Context: an optimization exercise on an open-source flow, tuned for small area. The choices shown serve that exercise and are no tape-out recipe.
Only simulation tests tie the RTL to the original design; equivalence was not proved.
Power and IR drop assume default switching activity.

the baseline:
Design param_register_file, start of the top module:
module param_register_file
#(
  parameter int N        = 32,
  parameter int DEPTH    = 32,
  parameter int ZERO_REG = 1,
  localparam int AW      = $clog2(DEPTH)
) (
  input  logic          Clk,
  input  logic          R,
  input  logic          En,
  input  logic [AW-1:0] WAddr,
  input  logic [N-1:0]  D,
  input  logic [AW-1:0] RAddrA,
  input  logic [AW-1:0] RAddrB,
  input  logic          ClrReq,
  output logic [N-1:0]  QA,
  output logic [N-1:0]  QB,
  output logic          ClrBusy,
  output logic          ClrDone
);
For scale: about 1,000 flip-flops, ~41,000 µm² of cells after synthesis.
==> flow/config.mk <==
export PLATFORM = sky130hd
export DESIGN_NAME = param_register_file
export DESIGN_NICKNAME = param_register_file
export VERILOG_FILES = /design/flow/design.v
export SDC_FILE = /design/flow/constraint.sdc
export NUM_CORES = 4
export LEC_CHECK = 0
export CAP_MARGIN = 20
export CORE_MARGIN = 2
export CORE_UTILIZATION = 70
export CTS_CLUSTER_DIAMETER = 80
export CTS_CLUSTER_SIZE = 25
export PLACE_DENSITY = 0.8
export SLEW_MARGIN = 20
export SYNTH_HIERARCHICAL = 1
export SYNTH_MINIMUM_KEEP_SIZE = 0
==> flow/constraint.sdc <==
create_clock -name core_clock -period 6.0 [get_ports {Clk}]
set_input_delay 1.2000 -clock core_clock [delete_from_list [all_inputs] [get_ports {Clk}]]
set_output_delay 1.2000 -clock core_clock [all_outputs]
set_load 0.01 [all_outputs]
standard.sh (not shown) runs the stock make flow with config.mk's settings and CLKGATE_MAP_FILE= SYNTH_SCRIPT=/design/flow/synth_recipe.tcl, a recipe that flattens the netlist after the stock synthesis.
==> flow/flow/run.sh <==
#!/bin/bash
# The standard layout, except that the port buffers are buf_1 cells instead of
# the slow clkdlybuf4s50_1 cells buffer_ports picks by default. Every input and
# output port still gets its own buffer.
set -euo pipefail
bash standard.sh "BUFFER_PORTS_ARGS=-buffer_cell sky130_fd_sc_hd__buf_1" finish > standard_flow.log 2>&1
Inputs modified between the baseline and the candidate:
==> flow/flow/run.sh <==
#!/bin/bash
# The standard layout, except that the port buffers are buf_2 cells instead of
# the slow clkdlybuf4s50_1 cells buffer_ports picks by default. Every input and
# output port still gets its own buffer.
set -euo pipefail
bash standard.sh "BUFFER_PORTS_ARGS=-buffer_cell sky130_fd_sc_hd__buf_2" finish > standard_flow.log 2>&1
Findings:
The origin of the worst setup path comes out rb_q[2] in one run and rb_q[3] in the other, namely in the baseline and the candidate respectively.
Remaining max-slew budget at the tightest pin: the candidate and the baseline compared, lower one is the baseline
[compare] base=the baseline new=the candidate: cell internal power dissipation closely matched the old numbers; worst setup skew after layout increased by 5.5 ps relative to the old numbers.
~same multi-input combinational cell area in the candidate and the baseline
The candidate against the baseline: power has remained practically unchanged; synthesis-to-finish area growth rose by 0.27 points.
The higher met2 layer usage reported by global route came out of the baseline.
Count of mapped cells out of synthesis of the candidate is on par with the baseline.
Post-detailed-placement half-perimeter wirelength for the candidate: about 0.35% up relative to the baseline
Global-route wire length before repair on the candidate is down relative to the baseline.


Another version of the RTL of param_register_file (not shown whole).
For scale: about 2100 cells after synthesis, roughly 1000 flip-flops, about 120 I/O pins, ~0.040 mm² of cells after synthesis.
==> flow/config.mk <==
export PLATFORM = sky130hd
export DESIGN_NAME = param_register_file
export DESIGN_NICKNAME = param_register_file
export VERILOG_FILES = /design/flow/design.v
export SDC_FILE = /design/flow/constraint.sdc
export NUM_CORES = 4
export LEC_CHECK = 0
export CAP_MARGIN = 20
export CORE_MARGIN = 2
export CORE_UTILIZATION = 70
export CTS_CLUSTER_DIAMETER = 80
export CTS_CLUSTER_SIZE = 25
export PLACE_DENSITY = 0.8
export SLEW_MARGIN = 20
export SYNTH_HIERARCHICAL = 1
export SYNTH_MINIMUM_KEEP_SIZE = 0
==> flow/constraint.sdc <==
create_clock -name core_clock -period 6.0 [get_ports {Clk}]
set_input_delay 1.2000 -clock core_clock [delete_from_list [all_inputs] [get_ports {Clk}]]
set_output_delay 1.2000 -clock core_clock [all_outputs]
set_load 0.01 [all_outputs]
==> flow/flow/run.sh <==
#!/bin/bash
# The standard layout with two changes: the port buffers are buf_1 cells
# instead of the slow clkdlybuf4s50_1 cells buffer_ports picks by default
# (every input and output port still gets its own buffer), and global routing
# runs the resizer's power recovery, which downsizes gates on paths with slack.
set -euo pipefail
bash standard.sh "BUFFER_PORTS_ARGS=-buffer_cell sky130_fd_sc_hd__buf_1" RECOVER_POWER=100 finish > standard_flow.log 2>&1
The starting point finished but fails on max-capacitance violations, max-slew violations.
==> next run, changes <==
==> flow/flow/run.sh (replaced) <==
#!/bin/bash
# The standard layout, except that the port buffers are buf_2 cells instead of
# the slow clkdlybuf4s50_1 cells buffer_ports picks by default. Every input and
# output port still gets its own buffer.
set -euo pipefail
bash standard.sh "BUFFER_PORTS_ARGS=-buffer_cell sky130_fd_sc_hd__buf_2" finish > standard_flow.log 2>&1
This time the run finished clean.
Utilization rises by 1.0 points.
Via count falls by 1.3%.
Final area rises by 1.3%.

[separate check: timing with driven ports]
In the flow no input, the clock included, has a driving cell. The finished layouts below were timed again as built, in two steps. Step 1 sets driving cells, clkbuf_16 on the clock port and buf_2 on the other inputs (assumed; they add their load-dependent delay and slew). Step 2, shift: input delay + t, output delay - t, t = (earliest + latest rising clock arrival at the registers) / 2. This alone moves slack from input paths to output paths. a / b / c = ideal / step 1 / step 2; a / b = the first two.
run | shift t [ns] | setup slack, ns | worst setup path at the end
the baseline | 0.698 | 0.783 / 0.719 / 1.417 | register to output
the candidate | 0.699 | 0.962 / 0.898 / 1.597 | register to output
the first run of note 2 | 0.696 | 0.294 / 0.232 / 0.265 | input to register
the second run of note 2 | 0.698 | 0.795 / 0.731 / 1.429 | register to output
For the first run of note 2, which loses most, drivers alone change the setup slack by -0.062 ns; drivers and shift together by -0.029 ns.
